This design comes from an exercise in tuning for small area, a short achievable clock period and few clock cycles on the open sky130 flow, not from production work.
Function was checked by simulation only, so behaviour that the tests miss may differ from the original.
Power and IR drop assume default switching activity.

File: design/flow/config.mk
export PLATFORM = sky130hd
export DESIGN_NAME = naas_dma
export DESIGN_NICKNAME = naas_dma
export VERILOG_FILES = /design/flow/design.v
export SDC_FILE = /design/flow/constraint.sdc
export NUM_CORES = 4
export LEC_CHECK = 0
export CAP_MARGIN = 20
export CORE_MARGIN = 2
export CORE_UTILIZATION = 60
export CTS_CLUSTER_DIAMETER = 120
export CTS_CLUSTER_SIZE = 25
export PLACE_DENSITY = 0.7
export SETUP_SLACK_MARGIN = 3.0
export SLEW_MARGIN = 20
export SYNTH_MEMORY_MAX_BITS = 8192
File: design/flow/constraint.sdc
create_clock -name core_clock -period 5.5 [get_ports {clk}]
set_input_delay 1.1000 -clock core_clock [delete_from_list [all_inputs] [get_ports {clk}]]
set_output_delay 1.1000 -clock core_clock [all_outputs]
set_load 0.01 [all_outputs]
File: design/flow/design.v
package naas_dma_pkg;
    localparam int DATA_W           = 64;            
    localparam int STRB_W           = DATA_W / 8;
    localparam int ADDR_W           = 6;
    localparam int BUF_DEPTH        = 2 ** ADDR_W;
    localparam int PTR_W            = ADDR_W + 1;    
    localparam int MAX_BURST_QWORDS = 16;
    localparam int QCNT_W           = 5;             
    localparam int MAX_FRAME_QWORDS = 32;
    typedef logic [ADDR_W-1:0] addr_t;
    typedef logic [PTR_W-1:0]  ptr_t;
    typedef logic [QCNT_W-1:0] qcnt_t;
    typedef struct packed {
        logic [47:0] reserved;
        logic [15:0] byte_count;
    } rx_desc_t;
    typedef union packed {
        logic [DATA_W-1:0] data;
        rx_desc_t          desc;
    } buf_entry_u;
endpackage
`timescale 1ns/1ns
module naas_dma (
    input  logic                            clk,
    input  logic                            arst_n,
    input  logic [naas_dma_pkg::DATA_W-1:0] s_axis_tdata,
    input  logic [naas_dma_pkg::STRB_W-1:0] s_axis_tstrb,
    input  logic                            s_axis_tvalid,
    input  logic                            s_axis_tlast,
    output logic                            s_axis_tready,
    output logic [naas_dma_pkg::DATA_W-1:0] host_tdata,
    output logic                            host_tvalid,
    output logic                            host_tlast,
    input  logic                            host_tready
);
    localparam int N  = 31;                  
    localparam int S  = 10;                  
    localparam int D  = 4;                   
    localparam int PW = 5;                   
    localparam int CW = 6;                   
    function automatic logic [N-1:0] rmask();
        rmask = '0;
        for (int i = 1; i < N; i += 2)
            rmask[i] = 1'b1;
        rmask[N-1] = 1'b1;
    endfunction
    localparam logic [N-1:0] RMASK = rmask();
    function automatic logic [PW-1:0] step(input logic [PW-1:0] p);
        step = (p == PW'(N - 1)) ? '0 : p + 1'b1;
    endfunction
    function automatic logic at_tap(input logic [PW-1:0] p);
        at_tap = 1'b0;
        for (int q = 1; q < N; q += S)
            if (p == PW'(q - 1))
                at_tap = 1'b1;
    endfunction
    function automatic logic [3:0] pop8(input logic [7:0] v);
        logic a0, a1, a2, b0, b1, b2, c0, c1;
        a0 = ^v[3:0];
        b0 = ^v[7:4];
        a2 = &v[3:0];
        b2 = &v[7:4];
        a1 = ((v[0] & v[1]) | (v[2] & v[3]) | ((v[0] | v[1]) & (v[2] | v[3]))) & !a2;
        b1 = ((v[4] & v[5]) | (v[6] & v[7]) | ((v[4] | v[5]) & (v[6] | v[7]))) & !b2;
        c0 = a0 & b0;
        c1 = (a1 & b1) | ((a1 | b1) & c0);
        pop8 = {a2 & b2, a2 ^ b2 ^ c1, a1 ^ b1 ^ c0, a0 ^ b0};
    endfunction
    logic [63:0]   ring [0:N-1];
    logic [PW-1:0] tpos;                 
    logic [N-1:0]  rsel;                 
    logic          hrd;                  
    logic [CW-1:0] cnt;                  
    logic [CW-1:0] cnt_up, cnt_dn;       
    logic          c0, c1, cn1, cn;      
    logic          tready_q;
    logic [4:0]    ibeats;               
    logic [4:0]    d_bm1 [0:D-1];        
    logic [3:0]    d_pc  [0:D-1];        
    logic [D:0]    dcnt;                 
    logic [63:0]   ho;                   
    logic [63:0]   hp;                   
    logic          hpv;
    logic          phase;                
    logic [4:0]    rem;                  
    logic          rz, r1;               
    logic [3:0]    bcnt;                 
    logic          b14, b15;             
    logic          hv;
    logic          hl;
    assign s_axis_tready = tready_q;
    assign host_tvalid   = hv;
    assign host_tlast    = hl;
    assign host_tdata    = ho;
    logic          wr, push, pop_h, dpop, opop, adv, rp, rok, need;
    logic          up, dn, dup, ddn;
    logic          phase_n, rz_n, r1_n;
    logic          c0_n, c1_n, cn1_n, cn_n;
    logic          dz, dd, dz_n, dd_n;
    logic [D:0]    dcnt_n;
    logic          b14_n, b15_n;
    logic [4:0]    rem_n;
    logic [4:0]    head_bm1;
    logic [3:0]    head_pc, new_pc;
    logic [8:0]    head_bytes;
    logic [63:0]   rdata;
    assign wr     = s_axis_tvalid && tready_q;
    assign push   = wr && s_axis_tlast;
    assign pop_h  = hv && host_tready;
    assign dpop   = pop_h && !phase;
    assign opop   = pop_h && phase;
    assign adv    = !hv || host_tready;             
    assign new_pc     = pop8(s_axis_tstrb);
    assign head_bm1   = dz ? ibeats : d_bm1[0];
    assign head_pc    = dz ? new_pc : d_pc[0];
    assign head_bytes = {6'(head_bm1) + 6'(head_pc[3]), head_pc[2:0]};
    always_comb begin
        rdata = '0;
        for (int i = 0; i < N; i++)
            if (RMASK[i])
                rdata = rdata | (ring[i] & {64{rsel[i]}});
    end
    always_comb begin
        phase_n = phase;
        rem_n   = rem;
        rz_n    = rz;
        r1_n    = r1;
        if (dpop) begin
            phase_n = 1'b1;
            rem_n   = d_bm1[0];
            rz_n    = (d_bm1[0] == 5'd0);
            r1_n    = (d_bm1[0] == 5'd1);
        end else if (opop) begin
            if (rz) begin
                phase_n = 1'b0;
            end else begin
                rem_n = rem - 1'b1;
                rz_n  = r1;
                r1_n  = (rem == 5'd2);
            end
        end
    end
    assign need = adv && phase_n;                   
    assign rok  = hrd && !c0;                       
    assign rp   = rok && (need || !hpv);            
    assign up  = wr && !rp;
    assign dn  = rp && !wr;
    assign dup = push && !dpop;
    assign ddn = dpop && !push;
    assign c0_n  = up ? 1'b0 : dn ? c1 : c0;
    assign c1_n  = up ? c0 : dn ? (cnt_dn == CW'(1)) : c1;
    assign cn1_n = up ? (cnt_up == CW'(N - 1)) : dn ? cn : cn1;
    assign cn_n  = up ? cn1 : dn ? 1'b0 : cn;
    assign dcnt_n = dup ? {dcnt[D-1:0], 1'b0} : ddn ? {1'b0, dcnt[D:1]} : dcnt;
    assign dz     = dcnt[0];
    assign dd     = dcnt[D];
    assign dz_n   = dcnt_n[0];
    assign dd_n   = dcnt_n[D];
    assign b14_n = pop_h ? (!hl && bcnt == 4'd13) : b14;
    assign b15_n = pop_h ? (!hl && b14) : b15;
    always_ff @(posedge clk) begin
        for (int i = 0; i < N; i++) begin
            if (i % S == 1 && tready_q && tpos == PW'(i - 1))
                ring[i] <= s_axis_tdata;
            else
                ring[i] <= ring[(i + N - 1) % N];
        end
        if (c0)
            rsel <= wr ? N'(2) : N'(1);
        else if (!rp)
            rsel <= {rsel[N-2:0], rsel[N-1]};
        if (c0)
            hrd <= wr && RMASK[1];
        else if (!rp)
            hrd <= |(rsel & {RMASK[0], RMASK[N-1:1]});
        if (adv)
            ho <= !phase_n ? {55'd0, head_bytes} : hpv ? hp : rdata;
        if (rok && (need == hpv))
            hp <= rdata;
        for (int i = 0; i < D; i++) begin
            if (push && (dpop ? dcnt[i + 1] : dcnt[i])) begin
                d_bm1[i] <= ibeats;
                d_pc[i]  <= new_pc;
            end else if (dpop && i < D - 1) begin
                d_bm1[i] <= d_bm1[(i + 1) % D];
                d_pc[i]  <= d_pc[(i + 1) % D];
            end
        end
        rem      <= rem_n;
        rz       <= rz_n;
        r1       <= r1_n;
        tready_q <= !cn_n && !dd_n && (c0_n || wr || at_tap(step(tpos)));
        if (adv)
            hl <= b15_n || (phase_n && rz_n && dz_n);
    end
    always_ff @(posedge clk or negedge arst_n) begin
        if (!arst_n) begin
            tpos   <= '0;
            cnt    <= '0;
            cnt_up <= CW'(1);
            cnt_dn <= '1;
            c0     <= 1'b1;
            c1     <= 1'b0;
            cn1    <= 1'b0;
            cn     <= 1'b0;
            ibeats <= '0;
            dcnt   <= (D + 1)'(1);
            phase  <= 1'b0;
            bcnt   <= '0;
            b14    <= 1'b0;
            b15    <= 1'b0;
            hv     <= 1'b0;
            hpv    <= 1'b0;
        end else begin
            if (c0_n)
                tpos <= '0;
            else if (!wr)
                tpos <= step(tpos);
            if (up) begin
                cnt    <= cnt_up;
                cnt_up <= cnt_up + 1'b1;
                cnt_dn <= cnt;
            end else if (dn) begin
                cnt    <= cnt_dn;
                cnt_up <= cnt;
                cnt_dn <= cnt_dn - 1'b1;
            end
            c0     <= c0_n;
            c1     <= c1_n;
            cn1    <= cn1_n;
            cn     <= cn_n;
            if (wr)
                ibeats <= s_axis_tlast ? 5'd0 : ibeats + 1'b1;
            dcnt   <= dcnt_n;
            phase  <= phase_n;
            if (pop_h)
                bcnt <= hl ? 4'd0 : bcnt + 1'b1;
            b14    <= b14_n;
            b15    <= b15_n;
            if (adv)
                hv <= phase_n ? (hpv || rok) : !dz_n;
            hpv    <= need ? (hpv && rok) : (hpv || rok);
        end
    end
endmodule
File: design/flow/run.sh
#!/bin/bash
# synth_recipe.tcl (not shown) runs the flow's synth.tcl, then flattens the netlist and writes it again
# the make line also repeats each setting of config.mk as NAME=value (left out here)
make -C /OpenROAD-flow-scripts/flow DESIGN_CONFIG=/design/flow/config.mk WORK_HOME=/design/flow/orfs CLKGATE_MAP_FILE= SYNTH_SCRIPT=/design/flow/synth_recipe.tcl finish
==> results of run 1 <==
==> layout by cell type, fill, tap and decap left out, types with 65 or more instances in the layout <==
cell type	count
a21oi_1	76
clkdlybuf4s50_1	66
dfxtp_1	1985
a22o_1	257
edfxtp_1	203
clkbuf_16	102
mux2_2	195
a221oi_1	256
nand2_1	170
nand4_1	65
==> cell usage after synthesis (all sizes together), types with 8 or more instances <==
cell type and n:
dfrtp 37, nand4 66, mux2i 16, edfxtp 203, a22o 257, dfxtp 1986
nand2 179, clkbuf 70, a22oi 8, nor2 37, buf 104, mux2 223
nor3 14, o21ai 51, dfstp 9, nand2b 9, ha 29, inv 29
a221oi 257, a21oi 80, nor2b 31
==> logic make-up (layout without fill, tap and decap cells) <==
family / after synthesis / in the layout
AND/OR/NAND/NOR: 369 / 375
XOR/XNOR: 12 / 12
AO/OA/AOI/OAI: 681 / 682
multiplexers: 239 / 239
adder cells (fa/ha/maj): 31 / 31
other: 0 / 1
buffers and inverters: 205 / 397
flip-flops: 2235 / 2235
==> how the worst max path moves through the flow <==
stage,from,endpoint,slack (ns),cells past startpoint
finish,tpos[4],ring[11][56],2.98,3
global route,tpos[4],ring[11][56],2.91,3
CTS,tpos[3],ring[1][5],2.73,4
detailed placement,host_tready,hp[17],1.41,6
global placement,host_tready,hp[31],1.43,6
floorplan,host_tready,tpos[2],2.46,11
==> final cells by class <==
cell class                 count  share of cell area
antenna                        1          0.00003883
sequential                  2235              0.7298
inverter                      31            0.002505
tap                         1276             0.02477
multi-input combinational   1339              0.1712
clock inverter                 2           0.0005048
timing repair buffer         211             0.02860
clock buffer                 153             0.04258
==> metal layers <==
layer,part of all wire,track usage,vias to the layer above
li1,-,-,13740
met1,0.47,0.3743,15190
met2,0.45,0.4046,893
met3,0.061,0.03857,155
met4,0.018,0.06549,2
met5,0.00012,0,-
==> critical path, cell delays in order, from the launching register on <==
cell     delay (ns)
dfrtp_1        0.63
nor2_1         0.65
nand4_4        0.62
mux2_2         0.51
==> where the power goes <==
part | internal, µW | leakage, µW | switching (µW) | total (µW)
logic | 3300 | 0.00505 | 5700 | 9000
registers | 23100 | 0.0189 | 2640 | 25700
clock network | 3470 | 0.00133 | 4720 | 8180
==> sequential cells by signal, summed over array words and instances (netlist names), 6 cells and up <==
name,count
cnt_dn,6
ho,64
cnt_up,6
cnt,6
hp,64
rsel,31
ring,1984
d_bm1,20
d_pc,16
==> through the flow <==
| step | util | total power [µW] | cell area [µm²] | hold slack [ns] |
|---|---|---|---|---|
| 2_1_floorplan | - | 30290 | 58860 | 0.3096 |
| 3_3_place_gp | 0.6363 | 34410 | 61440 | 0.3096 |
| 3_5_place_dp | 0.6363 | 34670 | 61440 | 0.3121 |
| 4_1_cts | 0.6657 | 42840 | 64290 | 0.3152 |
| 5_1_grt | 0.6674 | 44710 | 64450 | 0.3147 |
| 6_report | 0.6674 | 42920 | 64450 | 0.3141 |
==> repair_timing <==
| item | CTS | global route |
|---|---|---|
| buffers inserted | 16 | 14 |
| endpoints found under the setup margin | 440 | 87 |
| gates resized for setup | 261 | 34 |
| cloned | 5 | 2 |
| pin swaps | 4 | 4 |
==> metrics.yaml, run 1 <==
postSynthAreaPerCell_um2: 15.47
yosysWarnings: 4
grt_pass1_vias: 29210
crit-reg2reg-launch: "tpos[4]"
regToRegSetupSlack_ns: 2.98
setup_ws_ns: 2.979
synth_top_area_frac: 0.6814
holdCritPathClass: "flip-flop to flip-flop"
wl_um: 130300
holdPathStages: 0
clk_latency_ns: 0.70
numPortBuffers: 143
clock_skew_ns: 0.03599
die_y_um: 315.8
fin_crit_sh: 0.4583
overflow: 0
placedCellCount: 5055
crit_type: "flip-flop to flip-flop"
grt.total_usage: 0.2563
preCtsSetupSlack_ns: 1.406
antenna_left: 0
synth_edf_count: 203
synth_nets: 3879
gp_congestion: 0.7578
coreArea_mm2: 0.09657
fmax_ghz: 0.3967
num-fill-cells: 6740
clk_pin_slew_ns: 0.09
stdcell_count: 5248
die_w_um: 315.8
rr_worst_depth: 3
fin_crit_ns: 2.521
synth_area_leaders: "dfxtp_1, edfxtp_1, mux2_2"
htree_num_levels: 3
drv_cap: 0
nets: 4024
rows: 114
ys.flop_type: "dfxtp_1"
p_leak_uw: 0.02532
rsz0062_at_grt: "true"
min_to: "ring[25][23]"
synthSimpleGateAreaFrac: 0.03077
synth_xor_area_frac: 0.001801
clock-sinks: 2235
first_pass_iters: 7
start_util: 0.6042
wire_per_inst_um: 24.83
synth_top_family_by_area: "compound AO/OA/AOI/OAI gates"
ctsHoldBuffers: 0
clockBufferDepth: 3
setup_viol: 0
synth-seq-cells: 2235
dp_hpwl_um: 67990
synthAdderAreaFrac: 0.006733
numCtsBuffers: 99
crit_path_end_kind: "flip-flop"
final-seq-area_mm2: 0.04703
drtIter0Drc: 2804
synth_area_leader_cell: "dfxtp_1"
viasPerCell: 5.714
final_hold_viol_count: 0
grt_pass1_wl_um: 188700
slew_viol_final: 0
hp-start: "ring[24][23]"
multi_input_area_mm2: 0.01104
tightest_slew_ns: 0.9658
drc: 0
syn_to_final_growth_pct: 10.45
synth_cell_type_count: 62
synth_area_mm2: 0.05835
vias: 29990
status: "complete, no violations"
arrival_ns: 3.09
cts.root.buffer_cell: "clkbuf_16"
synthArstFlopShare: 0.02058
antenna_found_initial: 6
tritoncts: "done"
netlist_instances: 3772
critical_path_required_ns: 6.07
drive_above_1_share: 0.1390
grt_max_degree: 68
maxSlewHeadroom: 0.3561
muxShareOfSynthArea: 0.04578
tns_ns: 0
startpoint_type: "flip-flop"
ios: 144
synth-compound-area-share: 0.09362
cellPowerDensity_mw_per_mm2: 666.1
path_max_fanout: 13
ys_seq_area_frac: 0.8058
irDropWorstVdd_v: 0.0005980
regToRegEndpoint: "ring[11][56]"
die-area_mm2: 0.09975
Testbench counts, summed over its fixed seeds: cycles 7,883.
==> run 2: changes to the inputs <==
==> design/flow/config.mk (replaced) <==
export PLATFORM = sky130hd
export DESIGN_NAME = naas_dma
export DESIGN_NICKNAME = naas_dma
export VERILOG_FILES = /design/flow/design.v
export SDC_FILE = /design/flow/constraint.sdc
export NUM_CORES = 4
export LEC_CHECK = 0
export CAP_MARGIN = 20
export CORE_MARGIN = 2
export CORE_UTILIZATION = 40
export CTS_CLUSTER_DIAMETER = 110
export CTS_CLUSTER_SIZE = 28
export SETUP_SLACK_MARGIN = 3.0
export SLEW_MARGIN = 20
export SYNTH_MEMORY_MAX_BITS = 8192
==> run 2 against run 1 <==
  * Sequential power is essentially flat
  * Utilization shrank 22 points
  * Critical path type is now flip-flop to primary output
  * Worst hold slack got worse by 0.0075 ns
  * Die area is 49% higher
  * Still clean
  * Via count decreased by 1.6%
  * Clock skew rose by 0.0082 ns
  * Sequential cell count unchanged
  * Global-route usage shrank 7.6 points
  * Worst setup slack lost 0.027 ns
  * Sequential share of layout area down 0.47 points
==> metrics.yaml, run 2 <==
grt.total_usage: 0.1802  # -0.07607
overflow: 0  # unchanged
critical_path.cell_chain: "buf_2"
clockBufferDepth: 3  # unchanged
vias: 29500  # -1.6%
holdCritPathClass: "flip-flop to flip-flop"
first_pass_iters: 5  # -2
wire_per_inst_um: 23.13  # -6.9%
clock-sinks: 2235  # unchanged
tightest_slew_ns: 1.086  # +0.1204 ns
die-area_mm2: 0.1489  # +49%
rsz0062_at_grt: "true"
path_delay_family: "flip-flops"
worstPathBufferInverterCount: 1  # +1
clock_skew_ns: 0.04422  # +0.008222 ns
path_max_fanout: 1  # -12
cellPowerDensity_mw_per_mm2: 657.0  # -1.4%
max_stage_delay_ns: 0.53  # -0.12 ns
antenna_found_initial: 8  # +2
coreArea_mm2: 0.1452  # +50%
worst-path-stages: 1  # -2
cpMaxStageDelayCell: "edfxtp_1"
synth-seq-cells: 2235  # unchanged
synth_area_mm2: 0.05835  # unchanged
arrival_ns: 1.45  # -1.64 ns
slew_viol_final: 0  # unchanged
final_cell_mix: "dfxtp_1, a22o_1, a221oi_1, edfxtp_1, mux2_2"
synth_commonest_cells: "dfxtp_1, a221oi_1, a22o_1"
critical_path_required_ns: 4.40  # -1.67 ns
grt_pass1_wl_um: 198600  # +5.2%
cts.root.buffer_cell: "clkbuf_16"
syn_to_final_growth_pct: 11.17
ys.flop_type: "dfxtp_1"
drtIter0Drc: 2048  # -27%
status: "complete, no violations"
top_register: "ring"
start_util: 0.4018  # -0.2024
reg_top3: "ring x1984, ho x64, hp x64"
clk_pin_slew_ns: 0.11  # +0.02 ns
nets: 4009  # -0.37%
largest_reg_flops: 1984  # unchanged
synth-compound-area-share: 0.09362  # unchanged
wl_um: 135700  # +4.1%
drv_cap: 0  # unchanged
synthSimpleGateAreaFrac: 0.03077  # unchanged
synth_xor_area_frac: 0.001801  # unchanged
die_y_um: 385.9  # +22%
irDropWorstVdd_v: 0.0005651  # -5.5%
rr_worst_depth: 13  # +10
tns_ns: 0  # unchanged
htree_num_levels: 3  # unchanged
drive_above_1_share: 0.1406  # +0.001570
crit_path_end_kind: "primary output"
synthAdderAreaFrac: 0.006733  # unchanged
yosys.cell_count.top_type: "dfxtp_1"
postSynthAreaPerCell_um2: 15.47  # unchanged
synth_area_leaders: "dfxtp_1, edfxtp_1, mux2_2"
maxSlewHeadroom: 0.2758  # -0.08028
synth_nets: 3879  # unchanged
yosysWarnings: 4  # unchanged
synth_cell_type_count: 62  # unchanged
synth_area_leader_cell: "dfxtp_1"
startpoint_type: "flip-flop"
fin_crit_sh: 0.4633  # +0.004984
fmax_ghz: 0.3924  # -1.1%
grt_pass1_vias: 29490  # +0.96%
die_w_um: 385.9  # +22%
numCtsBuffers: 90  # -9.1%
setup_viol: 0  # unchanged
grt_max_degree: 66  # -2.9%
synth_top_area_frac: 0.6814  # unchanged
dp_hpwl_um: 71470  # +5.1%
ctsHoldBuffers: 0  # unchanged
tritoncts: "done"
antenna_left: 0  # unchanged
viasPerCell: 5.028  # -12%
ios: 144  # unchanged
holdPathStages: 0  # unchanged
rows: 140  # +23%
placed_area_mm2: 0.06228  # +1.4%
numPortBuffers: 143  # unchanged
final_common_cell: "dfxtp_1"
synth_edf_count: 203  # unchanged
clk_latency_ns: 0.74  # +0.04 ns
fin_crit_ns: 2.548  # +0.02741 ns
netlist_instances: 3772  # unchanged
synthArstFlopShare: 0.02058  # unchanged
muxShareOfSynthArea: 0.04578  # unchanged
final_hold_viol_count: 0  # unchanged
p_leak_uw: 0.02518  # -0.54%
drc: 0  # unchanged
synth_top_family_by_area: "compound AO/OA/AOI/OAI gates"
ys_seq_area_frac: 0.8058  # unchanged
crit_type: "flip-flop to primary output"
stdcell_area_mm2: 0.06486  # +0.65%
gp_congestion: 0.7544  # -0.45%
## run 2: cell counts after synthesis
Identical to the previous run, type by type.
## run 2: timing repair
item,CTS,global route
gates resized for setup,305,39
cloned,5,0
endpoints found under the setup margin,431,180
pin swaps,4,2
buffers inserted,14,8
## run 2: final cells by class
| class | count | area, µm² |
|---|---|---|
| Inverter | 31 | 161.4 |
| Tap cell | 1917 | 2399 |
| Clock buffer | 129 | 2430 |
| Multi-Input combinational cell | 1337 | 11000 |
| Fill cell | 12760 | 80350 |
| Timing Repair Buffer | 207 | 1733 |
| Clock inverter | 9 | 103.9 |
| Antenna cell | 2 | 5.005 |
| Sequential cell | 2235 | 47030 |
## run 2: cell families (layout without fill, tap and decap cells)
kind of cell | count (synthesis) | after routing
buffers and inverters | 205 | 376
multiplexers | 239 | 239
AND/OR/NAND/NOR | 369 | 373
XOR/XNOR | 12 | 12
adder cells (fa/ha/maj) | 31 | 31
flip-flops | 2235 | 2235
other | 0 | 2
AO/OA/AOI/OAI | 681 | 682
## run 2: where the power goes
| part | internal, µW | switching, µW |
|---|---|---|
| registers | 23100 | 2670 |
| clock network | 3140 | 4750 |
| logic | 3260 | 5700 |
| total | 29500 | 13100 |
## run 2: through the flow
stage | instances | setup WS, ns | hold slack [ns] | total power, µW | utilization
after floorplan | 3772 | 2.462 | 0.3096 | 30290 | -
after global placement | 5699 | 1.526 | 0.3097 | 34740 | 0.4288
after detailed placement | 5700 | 1.507 | 0.3121 | 34940 | 0.4289
after CTS | 5857 | 2.776 | 0.3052 | 42840 | 0.4457
after global routing | 5865 | 2.881 | 0.3132 | 44600 | 0.4466
final | 5867 | 2.952 | 0.3066 | 42620 | 0.4467
## run 2: path summary, 6_finish.rpt
check / start / endpoint / slack, ns
worst max-delay path: ho[33] / host_tdata[33] / 2.95
worst min-delay path: ring[24][1] / ring[25][1] / 0.31
worst max register to register: hv / tpos[3] / 3.04
worst min register to register: ring[24][1] / ring[25][1] / 0.31
max in group asynchronous: arst_n / hpv / 4.57
min in group asynchronous: arst_n / cnt[0] / 0.46
## run 2: per-layer routing
layer  wire (µm)  track usage
met1       65940       0.2624
met2       61300       0.2849
met3        6268      0.02318
met4        2149      0.04251
met5          23            0
==> run 3: changes to the inputs <==
--- a/design/flow/design.v
+++ b/design/flow/design.v
@@ -33,8 +33,8 @@
     output logic                            host_tlast,
     input  logic                            host_tready
 );
-    localparam int N  = 31;                  
-    localparam int S  = 10;                  
+    localparam int N  = 32;                  
+    localparam int S  = 8;                   
     localparam int D  = 4;                   
     localparam int PW = 5;                   
     localparam int CW = 6;                   
@@ -42,7 +42,6 @@
         rmask = '0;
         for (int i = 1; i < N; i += 2)
             rmask[i] = 1'b1;
-        rmask[N-1] = 1'b1;
     endfunction
     localparam logic [N-1:0] RMASK = rmask();
     function automatic logic [PW-1:0] step(input logic [PW-1:0] p);
@@ -116,9 +115,8 @@
     assign head_bytes = {6'(head_bm1) + 6'(head_pc[3]), head_pc[2:0]};
     always_comb begin
         rdata = '0;
-        for (int i = 0; i < N; i++)
-            if (RMASK[i])
-                rdata = rdata | (ring[i] & {64{rsel[i]}});
+        for (int i = 1; i < N; i += 2)
+            rdata = rdata | (ring[i] & {64{rsel[i]}});    
     end
     always_comb begin
         phase_n = phase;
--- a/design/flow/config.mk
+++ b/design/flow/config.mk
@@ -8,8 +8,8 @@
 export CAP_MARGIN = 20
 export CORE_MARGIN = 2
 export CORE_UTILIZATION = 40
-export CTS_CLUSTER_DIAMETER = 110
-export CTS_CLUSTER_SIZE = 28
+export CTS_CLUSTER_DIAMETER = 120
+export CTS_CLUSTER_SIZE = 25
 export SETUP_SLACK_MARGIN = 3.0
 export SLEW_MARGIN = 20
 export SYNTH_MEMORY_MAX_BITS = 8192
==> run 3 against run 2 <==
  * Still clean on timing, DRC and antenna
  * Count of clock-buffer cells in the layout rose by 29
  * Cell count rose by 4.6%
  * Combinational power rose by 1%
  * Die area rose by 3.4%
  * Critical path type unchanged
  * Highest routed layer unchanged
==> metrics.yaml, run 3 <==
crit_path_end_kind: "primary output"
critical_path.cell_chain: "buf_6"
rsz0062_at_grt: "true"
syn_to_final_growth_pct: 11.95
arrival_ns: 1.47  # +0.02 ns
crit-reg2reg-launch: "tpos[0]"
overflow: 0  # unchanged
htree_num_levels: 3  # unchanged
synth_top_area_frac: 0.6802  # -0.001176
ys_seq_area_frac: 0.8010  # -0.004770
status: "complete, no violations"
gp_congestion: 0.7560  # +0.21%
tightest_slew_ns: 1.149  # +0.06245 ns
cellPowerDensity_mw_per_mm2: 656.2  # -0.13%
die_y_um: 392.4  # +1.7%
ys.flop_type: "dfxtp_1"
synthSimpleGateAreaFrac: 0.02910  # -0.001676
wl_um: 142900  # +5.3%
synthAdderAreaFrac: 0.006305  # -0.0004289
fin_crit_sh: 0.4669  # +0.003580
holdCritPathClass: "flip-flop to flip-flop"
antenna_left: 0  # unchanged
max_stage_delay_ns: 0.53  # about the same
vias: 30480  # +3.3%
muxShareOfSynthArea: 0.05591  # +0.01013
min_to: "ring[29][8]"
synth_area_leaders: "dfxtp_1, edfxtp_1, mux2_2"
dp_hpwl_um: 75870  # +6.1%
yosys.cell_count.top_type: "dfxtp_1"
reg_top3: "ring x2048, ho x64, hp x64"
tns_ns: 0  # unchanged
p_leak_uw: 0.02606  # +3.5%
regToRegSetupSlack_ns: 3.06  # +0.02 ns
path_delay_family: "flip-flops"
die-area_mm2: 0.1540  # +3.4%
synth_nets: 3998  # +3.1%
synth_area_mm2: 0.06033  # +3.4%
tritoncts: "done"
clk_latency_ns: 0.76  # +0.02 ns
slew_viol_final: 0  # unchanged
hp-start: "ring[28][8]"
die_w_um: 392.4  # +1.7%
grt_max_degree: 66  # unchanged
clock-sinks: 2300  # +2.9%
grt.total_usage: 0.1828  # +0.002633
setup_viol: 0  # unchanged
drc: 0  # unchanged
synth-compound-area-share: 0.09005  # -0.003577
grt_pass1_vias: 30670  # +4.0%
worstPathBufferInverterCount: 1  # unchanged
netlist_instances: 3892  # +3.2%
final_hold_viol_count: 0  # unchanged
synth-seq-cells: 2300  # +2.9%
preCtsSetupSlack_ns: 1.396  # -0.1105 ns
regToRegEndpoint: "ring[17][14]"
synth_xor_area_frac: 0.001597  # -0.0002044
nets: 4158  # +3.7%
rr_worst_depth: 6  # -7
irDropWorstVdd_v: 0.0004490  # -21%
clockBufferDepth: 3  # unchanged
ios: 144  # unchanged
fmax_ghz: 0.3894  # -0.77%
yosysWarnings: 4  # unchanged
first_pass_iters: 5  # unchanged
largest_reg_flops: 2048  # +3.2%
synth_top_family_by_area: "compound AO/OA/AOI/OAI gates"
numPortBuffers: 143  # unchanged
placed_area_mm2: 0.06431  # +3.3%
postSynthAreaPerCell_um2: 15.50  # +0.21%
fin_crit_ns: 2.568  # +0.01969 ns
rows: 142  # +1.4%
top_register: "ring"
crit_type: "flip-flop to primary output"
holdPathStages: 0  # unchanged
maxSlewHeadroom: 0.2342  # -0.04163
final_cell_mix: "dfxtp_1, mux2_2, a22o_1, a221oi_1, edfxtp_1"
drtIter0Drc: 2315  # +13%
setup_ws_ns: 2.932  # -0.01969 ns
startpoint_type: "flip-flop"
worst-path-stages: 1  # unchanged
critical_path_required_ns: 4.40  # about the same
clock_skew_ns: 0.06153  # +0.01731 ns
coreArea_mm2: 0.1498  # +3.1%
numCtsBuffers: 103  # +14%
synthArstFlopShare: 0.02000  # -0.0005817
antenna_found_initial: 12  # +4
wire_per_inst_um: 23.30  # +0.74%
viasPerCell: 4.969  # -1.2%
drv_cap: 0  # unchanged
stdcell_area_mm2: 0.06754  # +4.1%
cts.root.buffer_cell: "clkbuf_16"
synth_commonest_cells: "dfxtp_1, mux2_2, a221oi_1"
final_common_cell: "dfxtp_1"
synth_area_leader_cell: "dfxtp_1"
drive_above_1_share: 0.1583  # +0.01770
cpMaxStageDelayCell: "edfxtp_1"
synth_cell_type_count: 59  # -4.8%
clk_pin_slew_ns: 0.10  # about the same
finalPower_uw: 44320  # +4.0%
synth_edf_count: 204  # +0.49%
grt_pass1_wl_um: 207000  # +4.2%
start_util: 0.4028  # +0.001011
path_max_fanout: 1  # unchanged
run 3: cell types whose count changed after synthesis, moves of 4 or more:
| cell | change |
|---|---|
| o21ai_0 | -4 |
| a21oi_1 | +5 |
| mux2_2 | +60 |
| nand2_2 | +4 |
| clkbuf_1 | +8 |
| buf_2 | -10 |
| nand2_1 | -4 |
| nor2_1 | -5 |
| mux2_1 | +5 |
| buf_6 | +8 |
| dfxtp_1 | +64 |
run 3: area by class of cell:
type | count | area, µm²
fill | 13270 | 82230
clock inverter | 8 | 168.9
inverter | 32 | 178.9
multi-input combinational | 1386 | 11570
sequential | 2300 | 48340
timing repair buffer | 229 | 1917
antenna | 5 | 12.51
tap | 2016 | 2522
clock buffer | 158 | 2826
run 3: timing repair:
item	CTS	global route
hold buffers	0	0
gates resized for setup	304	32
gates cloned	3	1
setup buffers	23	15
pin swaps	4	4
setup endpoints to repair	443	281
run 3: per-stage QoR:
| stage | utilization | cells | hold slack [ns] |
|---|---|---|---|
| 2_1_floorplan | - | 3892 | 0.3096 |
| 3_3_place_gp | 0.4294 | 5921 | 0.3097 |
| 3_5_place_dp | 0.4294 | 5921 | 0.3121 |
| 4_1_cts | 0.4494 | 6113 | 0.3059 |
| 5_1_grt | 0.4509 | 6130 | 0.3179 |
| 6_report | 0.4510 | 6134 | 0.3106 |
run 3: logic make-up after synthesis:
kind of cell	Yosys count
DFF	2300
AOI/OAI and AO/OA	678
and+or+nand+nor	362
muxes	301
buffers and inverters	210
adders and majority gates	30
xor gates and xnor gates	11
run 3: where the power goes:
group | switching, µW | internal [µW]
clock | 5060 | 3620
combinational | 5780 | 3310
sequential | 2720 | 23800
total | 13600 | 30800
run 3: routing by layer:
| metal | track usage | vias up | share of wire | routed length, µm |
|---|---|---|---|---|
| li1 | - | 14190 | - | - |
| met1 | 0.2645 | 15460 | 0.48 | 68330 |
| met3 | 0.02824 | 170 | 0.048 | 6887 |
| met5 | 0 | - | 0.00019 | 27 |
| met2 | 0.2901 | 663 | 0.46 | 65100 |
| met4 | 0.03706 | 4 | 0.018 | 2563 |
run 3: how the worst max path moves through the flow:
stage | startpoint | slack [ns] | end
after CTS | ho[54] | 2.87 | host_tdata[54]
after global placement | host_tready | 1.42 | hp[26]
after global routing | ho[41] | 2.89 | host_tdata[41]
final | ho[63] | 2.93 | host_tdata[63]
after floorplan | host_tready | 2.56 | hp[0]
after detailed placement | host_tready | 1.40 | hp[26]
Testbench counts of run 3, summed over its fixed seeds: cycles 7,795.

[separate check: timing with driven ports]
Ports are ideal in the flow. The routed layouts listed here were re-timed in OpenROAD. Step 1 sets driving cells, clkbuf_16 on the clock port and buf_2 on the other inputs (assumed; they add their load-dependent delay and slew). Step 2 times the ports against the registers' clock, not the clock port: input delays grow and output delays shrink by t, the midpoint of the rising clock arrivals with the driver on. a / b / c = ideal / step 1 / step 2; a / b = the first two.
run | t (ns) | setup WS [ns] | clock arrival spread, ns | worst slew at a driven data input, ns
run 1 | 0.741 | 2.979 / 2.956 / 2.353 | 0.042 / 0.042 | 0.12
run 2 | 0.794 | 2.952 / 2.874 / 2.260 | 0.048 / 0.048 | 0.16
run 3 | 0.798 | 2.932 / 2.861 / 2.249 | 0.067 / 0.067 | 0.17
After both steps setup and hold are still met in every run listed. For run 2, which loses most, drivers alone change the setup slack by -0.078 ns; drivers and shift together by -0.692 ns.
